Background: an optimization exercise with open tools, aiming at small area and few clock cycles per item. Do not read the settings as production practice. The RTL was checked by simulation tests, not by an equivalence proof against the original design. Power and IR drop assume default switching activity.

==> flow/design.v <==
package grr_pkg;
    localparam int CFG_W = 5;
    localparam int DATA_W = 32;
    typedef struct packed {
        logic bank;    
        logic rev;     
        logic fin;     
    } grp_flags_t;
endpackage
module grr_front #(
    parameter int MAX_GROUP = 16
) (
    input  logic                          clk,
    input  logic                          rst_n,
    input  logic                          cfg_we,
    input  logic [grr_pkg::CFG_W-1:0]     cfg_wdata,
    input  logic                          in_valid,
    output logic                          in_stall,
    input  logic [grr_pkg::DATA_W-1:0]    value,
    input  logic                          last,
    output logic                          wr_en,
    output logic [$clog2(MAX_GROUP):0]    wr_addr,
    output logic [grr_pkg::DATA_W-1:0]    wr_data,
    output logic                          push,
    output grr_pkg::grp_flags_t           push_flags,
    output logic [$clog2(MAX_GROUP+1)-1:0] push_cnt,
    input  logic                          free_valid,
    input  logic                          free_bank
);
    localparam int AW   = $clog2(MAX_GROUP);
    localparam int CW   = $clog2(MAX_GROUP + 1);
    localparam int CMPW = (CW > grr_pkg::CFG_W) ? CW : grr_pkg::CFG_W;
    logic [grr_pkg::CFG_W-1:0] group_size_reg;
    logic [CW-1:0]    fill_reg, fill_next;
    logic             bank_reg, bank_next;
    logic [1:0]       busy_reg, busy_next;
    logic [CW-1:0]    cnt_inc;
    logic             accept;
    logic             size_hit;
    logic             close;
    assign in_stall = busy_reg[bank_reg];
    assign accept   = in_valid && !in_stall;
    assign cnt_inc  = fill_reg + CW'(1);
    assign size_hit = (CMPW'(cnt_inc) >= CMPW'(group_size_reg)) || (cnt_inc == CW'(MAX_GROUP));
    assign close    = size_hit || last;
    assign wr_en   = accept;
    assign wr_addr = {bank_reg, fill_reg[AW-1:0]};
    assign wr_data = value;
    assign push            = accept && close;
    assign push_flags.bank = bank_reg;
    assign push_flags.rev  = size_hit;
    assign push_flags.fin  = last;
    assign push_cnt        = cnt_inc;
    always_comb
    begin
        fill_next = fill_reg;
        bank_next = bank_reg;
        busy_next = busy_reg;
        if (free_valid)
        begin
            busy_next[free_bank] = 1'b0;
        end
        if (accept)
        begin
            if (close)
            begin
                fill_next           = '0;
                bank_next           = !bank_reg;
                busy_next[bank_reg] = 1'b1;
            end
            else
            begin
                fill_next = cnt_inc;
            end
        end
    end
    always_ff @(posedge clk or negedge rst_n)
    begin
        if (!rst_n)
        begin
            group_size_reg <= 5'd1;
            fill_reg       <= '0;
            bank_reg       <= 1'b0;
            busy_reg       <= '0;
        end
        else
        begin
            if (cfg_we)
            begin
                group_size_reg <= cfg_wdata;
            end
            fill_reg <= fill_next;
            bank_reg <= bank_next;
            busy_reg <= busy_next;
        end
    end
endmodule
module grr_queue #(
    parameter int DW = 8
) (
    input  logic          clk,
    input  logic          rst_n,
    input  logic          push,
    input  logic [DW-1:0] din,
    input  logic          pop,
    output logic          not_empty,
    output logic [DW-1:0] dout
);
    logic [DW-1:0] entry_reg [2];
    logic          wptr_reg, wptr_next;
    logic          rptr_reg, rptr_next;
    logic [1:0]    cnt_reg, cnt_next;
    logic          do_push;
    logic          do_pop;
    assign not_empty = (cnt_reg != 2'd0);
    assign dout      = entry_reg[rptr_reg];
    assign do_push   = push && (cnt_reg != 2'd2);
    assign do_pop    = pop && not_empty;
    always_comb
    begin
        wptr_next = do_push ? !wptr_reg : wptr_reg;
        rptr_next = do_pop ? !rptr_reg : rptr_reg;
        cnt_next  = cnt_reg;
        if (do_push && !do_pop)
        begin
            cnt_next = cnt_reg + 2'd1;
        end
        else if (!do_push && do_pop)
        begin
            cnt_next = cnt_reg - 2'd1;
        end
    end
    always_ff @(posedge clk or negedge rst_n)
    begin
        if (!rst_n)
        begin
            wptr_reg <= 1'b0;
            rptr_reg <= 1'b0;
            cnt_reg  <= 2'd0;
        end
        else
        begin
            wptr_reg <= wptr_next;
            rptr_reg <= rptr_next;
            cnt_reg  <= cnt_next;
        end
    end
    always_ff @(posedge clk)
    begin
        if (do_push)
        begin
            entry_reg[wptr_reg] <= din;
        end
    end
endmodule
module grr_back #(
    parameter int MAX_GROUP = 16
) (
    input  logic                           clk,
    input  logic                           rst_n,
    input  logic                           wr_en,
    input  logic [$clog2(MAX_GROUP):0]     wr_addr,
    input  logic [grr_pkg::DATA_W-1:0]     wr_data,
    input  logic                           q_valid,
    input  grr_pkg::grp_flags_t            q_flags,
    input  logic [$clog2(MAX_GROUP+1)-1:0] q_cnt,
    output logic                           q_pop,
    output logic                           free_valid,
    output logic                           free_bank,
    output logic                           out_valid,
    input  logic                           out_stall,
    output logic [grr_pkg::DATA_W-1:0]     value_res,
    output logic                           run_last,
    output logic                           stream_end
);
    localparam int AW    = $clog2(MAX_GROUP);
    localparam int CW    = $clog2(MAX_GROUP + 1);
    localparam int DEPTH = 2 << AW;
    logic [grr_pkg::DATA_W-1:0] mem [DEPTH];
    logic [CW-1:0]     k_reg, k_next;
    logic [CW-1:0]     idx;
    logic              k_last;
    logic              issue;
    logic              move;
    logic              rd_valid_reg, rd_valid_next;
    logic [grr_pkg::DATA_W-1:0] rd_data_reg;
    logic              rd_last_reg;
    logic              rd_end_reg;
    logic              out_valid_reg, out_valid_next;
    logic [grr_pkg::DATA_W-1:0] out_data_reg;
    logic              out_last_reg;
    logic              out_end_reg;
    assign move  = rd_valid_reg && (!out_valid_reg || !out_stall);
    assign issue = q_valid && (!rd_valid_reg || move);
    assign k_last = (k_reg == q_cnt - CW'(1));
    assign idx    = q_flags.rev ? (q_cnt - CW'(1) - k_reg) : k_reg;
    assign q_pop      = issue && k_last;
    assign free_valid = q_pop;
    assign free_bank  = q_flags.bank;
    always_comb
    begin
        k_next = k_reg;
        if (issue)
        begin
            k_next = k_last ? '0 : k_reg + CW'(1);
        end
        rd_valid_next  = issue || (rd_valid_reg && !move);
        out_valid_next = move || (out_valid_reg && out_stall);
    end
    always_ff @(posedge clk or negedge rst_n)
    begin
        if (!rst_n)
        begin
            k_reg         <= '0;
            rd_valid_reg  <= 1'b0;
            out_valid_reg <= 1'b0;
        end
        else
        begin
            k_reg         <= k_next;
            rd_valid_reg  <= rd_valid_next;
            out_valid_reg <= out_valid_next;
        end
    end
    always_ff @(posedge clk)
    begin
        if (wr_en)
        begin
            mem[wr_addr] <= wr_data;
        end
    end
    always_ff @(posedge clk)
    begin
        if (issue)
        begin
            rd_data_reg <= mem[{q_flags.bank, idx[AW-1:0]}];
            rd_last_reg <= k_last;
            rd_end_reg  <= k_last && q_flags.fin;
        end
    end
    always_ff @(posedge clk)
    begin
        if (move)
        begin
            out_data_reg <= rd_data_reg;
            out_last_reg <= rd_last_reg;
            out_end_reg  <= rd_end_reg;
        end
    end
    assign out_valid  = out_valid_reg;
    assign value_res  = out_data_reg;
    assign run_last   = out_last_reg;
    assign stream_end = out_end_reg;
endmodule
module group_reversal_reorder #(
    parameter int MAX_GROUP = 16
) (
    input  logic                       clk,
    input  logic                       rst_n,
    input  logic                       cfg_we,
    input  logic [grr_pkg::CFG_W-1:0]  cfg_wdata,
    input  logic                       in_valid,
    output logic                       in_stall,
    input  logic signed [31:0]         value,
    input  logic                       last,
    output logic                       out_valid,
    input  logic                       out_stall,
    output logic signed [31:0]         value_res,
    output logic                       run_last,
    output logic                       stream_end
);
    localparam int AW = $clog2(MAX_GROUP);
    localparam int CW = $clog2(MAX_GROUP + 1);
    localparam int FW = 3;   
    localparam int QW = FW + CW;
    logic              wr_en;
    logic [AW:0]       wr_addr;
    logic [grr_pkg::DATA_W-1:0] wr_data;
    logic              push;
    grr_pkg::grp_flags_t        push_flags;
    logic [CW-1:0]     push_cnt;
    logic              q_valid;
    logic              q_pop;
    logic [QW-1:0]     q_dout;
    grr_pkg::grp_flags_t        q_flags;
    logic [CW-1:0]     q_cnt;
    logic              free_valid;
    logic              free_bank;
    logic [grr_pkg::DATA_W-1:0] res_data;
    grr_front #(
        .MAX_GROUP (MAX_GROUP)
    ) u_front (
        .clk        (clk),
        .rst_n      (rst_n),
        .cfg_we     (cfg_we),
        .cfg_wdata  (cfg_wdata),
        .in_valid   (in_valid),
        .in_stall   (in_stall),
        .value      (value),
        .last       (last),
        .wr_en      (wr_en),
        .wr_addr    (wr_addr),
        .wr_data    (wr_data),
        .push       (push),
        .push_flags (push_flags),
        .push_cnt   (push_cnt),
        .free_valid (free_valid),
        .free_bank  (free_bank)
    );
    grr_queue #(
        .DW (QW)
    ) u_queue (
        .clk       (clk),
        .rst_n     (rst_n),
        .push      (push),
        .din       ({push_flags, push_cnt}),
        .pop       (q_pop),
        .not_empty (q_valid),
        .dout      (q_dout)
    );
    assign q_flags = q_dout[QW-1:CW];
    assign q_cnt   = q_dout[CW-1:0];
    grr_back #(
        .MAX_GROUP (MAX_GROUP)
    ) u_back (
        .clk        (clk),
        .rst_n      (rst_n),
        .wr_en      (wr_en),
        .wr_addr    (wr_addr),
        .wr_data    (wr_data),
        .q_valid    (q_valid),
        .q_flags    (q_flags),
        .q_cnt      (q_cnt),
        .q_pop      (q_pop),
        .free_valid (free_valid),
        .free_bank  (free_bank),
        .out_valid  (out_valid),
        .out_stall  (out_stall),
        .value_res  (res_data),
        .run_last   (run_last),
        .stream_end (stream_end)
    );
    assign value_res = res_data;
endmodule
==> flow/run.sh <==
#!/bin/bash
# synth_recipe.tcl (not shown) runs the flow's synth.tcl, then flattens the netlist and writes it again
# the make line also repeats each setting of config.mk as NAME=value (left out here)
make -C /OpenROAD-flow-scripts/flow DESIGN_CONFIG=/design/flow/config.mk WORK_HOME=/design/flow/orfs CLKGATE_MAP_FILE= SYNTH_SCRIPT=/design/flow/synth_recipe.tcl finish
==> flow/config.mk <==
export PLATFORM = sky130hd
export DESIGN_NAME = group_reversal_reorder
export DESIGN_NICKNAME = group_reversal_reorder
export VERILOG_FILES = /design/flow/design.v
export SDC_FILE = /design/flow/constraint.sdc
export NUM_CORES = 4
export LEC_CHECK = 0
export CAP_MARGIN = 20
export CORE_MARGIN = 2
export CORE_UTILIZATION = 45
export PLACE_DENSITY = 0.6
export SLEW_MARGIN = 20
==> flow/constraint.sdc <==
create_clock -name core_clock -period 5.0 [get_ports {clk}]
set_input_delay 1.0000 -clock core_clock [delete_from_list [all_inputs] [get_ports {clk}]]
set_output_delay 1.0000 -clock core_clock [all_outputs]
set_load 0.01 [all_outputs]
==> impl_summary.log <==
[metrics] full die area: 104000 µm²
[metrics] setup slack of the critical path after layout: 0.720 ns
[metrics] dpl ws: 0.721 ns
[metrics] Port Buf Inserts: around 80
[metrics] cell internal pwr: 22.5 mW
[metrics] pin count of the biggest net entering global routing: 65
[metrics] Max clock buf depth: 3
[metrics] initial antenna violation count: 2
[metrics] synthesized area per cell: 17.7 µm²
[metrics] top cells by instance count after synthesis: 1108 x sky130_fd_sc_hd__edfxtp_1, 389 x sky130_fd_sc_hd__mux2i_1, 103 x sky130_fd_sc_hd__nand2_1, 96 x sky130_fd_sc_hd__mux4_2, 95 x sky130_fd_sc_hd__o22ai_1
[metrics] most area-hungry cell type in the Yosys netlist: sky130_fd_sc_hd__edfxtp_1
[metrics] CTS buffer count: 114
[metrics] Post-Route WL: 124000 µm
[metrics] final global-route overflow total: 0
[metrics] number of enable flip-flop cells after synthesis: 1108
[metrics] crit path DAT: 4.72 ns
[metrics] Post-CTS Hold Buffers: 0
[metrics] Synthesis Warnings: 3
[metrics] detailed-routing iteration count for the pre-antenna-repair pass: 6
[metrics] run status: complete, no violations
[metrics] total vias in the final route: 25300
[metrics] Setup violations, final: 0
[metrics] Worst Path Required: ~5.4 ns
[metrics] number of synthesized register bits: about 1100
[metrics] switching power: 13.1 mW
[metrics] first-iteration detailed-routing DRC count: between 2000 and 3000
[metrics] Adder-Cell Fraction of Synth Area: 0.455%
[metrics] via-per-instance ratio: 6.07
[metrics] core box area: about 100000 µm²
[metrics] post-DP HPWL: 68500 µm
[metrics] Initial Util: 45.5%
[metrics] predominant post-synthesis flop cell: sky130_fd_sc_hd__edfxtp_1
[metrics] share of the synthesized area in the top cell type: around 73%
[metrics] CTS Root Cell: sky130_fd_sc_hd__clkbuf_16
[metrics] clock slew at reported path FFs: 0.06 ns
[metrics] fill cell total of the finished layout: 7953
[metrics] final core utilization: 52.2%
[metrics] leakage component of the power: roughly 17 nW
[metrics] Detail Route Antenna Nets: 0
[metrics] xor/xnor share of the synthesized area: 0.364%
[metrics] largest family of logic cells by synthesized area: multiplexers
[metrics] share of flip-flops with an asynchronous set or reset: 2.12%
[metrics] final-layout setup total negative slack: 0 ns
[metrics] highest net fanout along the worst path: 41
[metrics] Comb pwr share: 44.0%
[metrics] GRT Total Usage: 23.8%
[metrics] Synthesized Nets: 2637
[metrics] number of primary I/O pins: 79
[metrics] Least-Margin Pin Slew: 1.12 ns
[metrics] Die Height: between 300 and 400 µm
[metrics] power share of the sequential group: 32.4%
[metrics] simple-gate area share of the yosys netlist: under 10%
[metrics] CTS tree: done
[metrics] share of layout cells above drive strength 1: 15.8%
[metrics] sort of element at the end of the critical path: flip-flop
[metrics] post-CTS setup-driven buffer insertion count: 0
[metrics] clock group share of total power: 23.6%
[metrics] power per standard cell area: 680 nW/µm²
[metrics] post-synthesis to final-layout area growth: 14.5%
[metrics] setup repair after global routing missed its margin: no
[metrics] switching share of power: 36.8%
[metrics] clock latency reported for the late side of the worst-skew pair: 0.69 ns
[metrics] per-cell routed wire length: 29.7 µm
[metrics] final number of hold-violating endpoints: 0
[metrics] mux cell area share after synthesis: 13.5%
[metrics] synthesized instance count: 2578
[metrics] max reg flops: between 1000 and 1500
[metrics] H-tree depth: 3
[metrics] Chip Width: 323 µm
[metrics] site row count: ~120
[metrics] global-route wire length before repair: 179000 µm
[metrics] Fmax achieved: around 230 MHz
[metrics] shortest clock period the worst path allows after layout: 4.28 ns
[metrics] area fraction in compound gates after synthesis: 6.59%
[metrics] worst-case headroom to the max-slew limit: between 20% and 30%
[metrics] leading post-synthesis cells by cell area: sky130_fd_sc_hd__edfxtp_1 73%, sky130_fd_sc_hd__mux2i_1 8.5%, sky130_fd_sc_hd__mux4_2 4.7%
[metrics] number of maximum-capacitance violations: 0
[metrics] via count of the first global-routing pass: ~26000
[metrics] number of unique standard cell types used by synthesis: 53
[metrics] CTS sink cnt: approximately 1100
[metrics] Worst Reg2Reg Path Length in Cells: 13
[metrics] final cycle utilization of the critical path: 85.6%
[metrics] worst setup path category: flip-flop to flip-flop
[metrics] register-to-register setup slack: 0.72 ns
[metrics] maximum resistive drop on vdd: 0.621 mV
[metrics] most common cell in the synthesized netlist: sky130_fd_sc_hd__edfxtp_1
[metrics] Critical Path Source Type: flip-flop
[metrics] routability congestion estimate from global placement: slightly below 0.8
[metrics] Mapped Area: ~46000 µm²
[metrics] count of instances resized after the clock tree is built: 0
[metrics] clock skew after layout: 0.0188 ns
[metrics] path class of the lowest-slack min-delay path: input port to asynchronous set/reset pin
[metrics] Residual DRC: 0
[metrics] net total in the final layout: 2775
[metrics] max-slew violation count: 0
[metrics] sequential share of the synthesized area: 74.2%
final timing paths:
kind / startpoint / to
worst max-delay path: u_queue.rptr_reg$_DFFE_PN0P_ / u_back.rd_data_reg[13]$_DFFE_PP_
worst min-delay path: rst_n / u_back.out_valid_reg$_DFF_PN0_
worst max register to register: u_queue.rptr_reg$_DFFE_PN0P_ / u_back.rd_data_reg[13]$_DFFE_PP_
worst min register to register: u_back.rd_data_reg[31]$_DFFE_PP_ / u_back.out_data_reg[31]$_DFFE_PP_
max in group asynchronous: rst_n / u_back.k_reg[0]$_DFFE_PN0P_
min in group core_clock: u_back.rd_data_reg[31]$_DFFE_PP_ / u_back.out_data_reg[31]$_DFFE_PP_
kinds of logic (layout without fill, tap and decap cells):
logic type      Yosys count  in the layout
compound gates          449            449
mux                     492            492
fa+ha+maj                16             16
flops                  1132           1132
xor+xnor                 19             19
buf+inv                 184            414
simple gates            286            286
other cells               0              1
critical path, cell delays in order, from the launching register on:
cell                       delay [ns]
sky130_fd_sc_hd__dfrtp_1         0.54
sky130_fd_sc_hd__mux2i_1         0.31
sky130_fd_sc_hd__inv_1           0.09
sky130_fd_sc_hd__ha_1            0.22
sky130_fd_sc_hd__fa_1            0.41
sky130_fd_sc_hd__xnor2_1         0.35
sky130_fd_sc_hd__mux2_8          0.59
sky130_fd_sc_hd__buf_12          0.27
sky130_fd_sc_hd__buf_12          0.22
sky130_fd_sc_hd__mux2i_1         0.22
sky130_fd_sc_hd__o22ai_1         0.13
sky130_fd_sc_hd__a211oi_1        0.36
sky130_fd_sc_hd__nand3_1         0.14
sky130_fd_sc_hd__o21a_1          0.13
routing by layer:
layer	wire length [µm]	track usage, %	share of wire, %
met2	60500	39.8	49
met5	23	0	0.019
met4	3590	7.73	2.9
met3	9090	3.75	7.3
met1	50600	31.9	41
area by class of cell:
type / instances / area (µm²) / area share [%]
clock buffer: 149 / 3160 / 6.04
inverter: 19 / 71.3 / 0.136
tap: 1357 / 1700 / 3.25
timing repair buffer: 187 / 1750 / 3.34
antenna: 1 / 2.50 / 0.00478
sequential: 1132 / 33900 / 64.8
clock inverter: 59 / 505 / 0.966
multi-input combinational: 1262 / 11200 / 21.5
placed cells by master (no fill, tap or decap), types with 37 or more instances in the layout:
master                               n
sky130_fd_sc_hd__clkdlybuf4s50_1    58
sky130_fd_sc_hd__nand3_1            71
sky130_fd_sc_hd__clkbuf_16         120
sky130_fd_sc_hd__buf_4              89
sky130_fd_sc_hd__nor2_4             37
sky130_fd_sc_hd__o22ai_1            95
sky130_fd_sc_hd__o21ai_0            53
sky130_fd_sc_hd__a22oi_1            63
sky130_fd_sc_hd__nand2_1           102
sky130_fd_sc_hd__mux2i_1           385
sky130_fd_sc_hd__mux4_2             96
sky130_fd_sc_hd__edfxtp_1         1108
stage by stage:
stage               power [mW]  instance area [µm²]  hold slack [ns]  instances
floorplan                 22.2                45700            0.400       2578
global placement          27.1                48700            0.415       3955
detailed placement        27.4                48700            0.405       3957
CTS                       35.7                52400            0.417       4165
global route              37.1                52300            0.350       4165
finish                    35.6                52300            0.309       4166
power groups by stage:
| stage | Combinational, mW | Sequential [mW] | Clock, mW |
|---|---|---|---|
| after global routing | 16.6 | 11.6 | 8.89 |
| after CTS | 15.7 | 11.5 | 8.51 |
| final | 15.6 | 11.5 | 8.40 |
| after floorplan | 10.6 | 11.6 | 0 |
| after detailed placement | 15.6 | 11.7 | 0 |
| after global placement | 15.3 | 11.7 | 0 |
Testbench counts, summed over its fixed seeds: cycles 53,133, words 41,157.

==> separate check: timing with driven ports <==
The results above use ideal ports. As a check the final layout listed here was re-extracted and re-timed, cells and wires unchanged.
Step 1, drivers: a clkbuf_16 drives clk and a buf_2 each remaining input, both assumed.
Step 2 moves the port delays by t, midway between the first and last clock arrival at a register: inputs arrive t later, outputs are due t later. That takes back most of the time a late clock gives input paths.
Three values: ideal ports, drivers, drivers and shift; two values: the first two.
t, ns: 0.746
setup slack, ns: 0.720 / 0.720 / 0.720
worst setup path after step 2: register to register
After both steps this run still meets setup and hold. For this run, drivers alone change the setup slack by 0.000 ns; drivers and shift together by 0.000 ns.
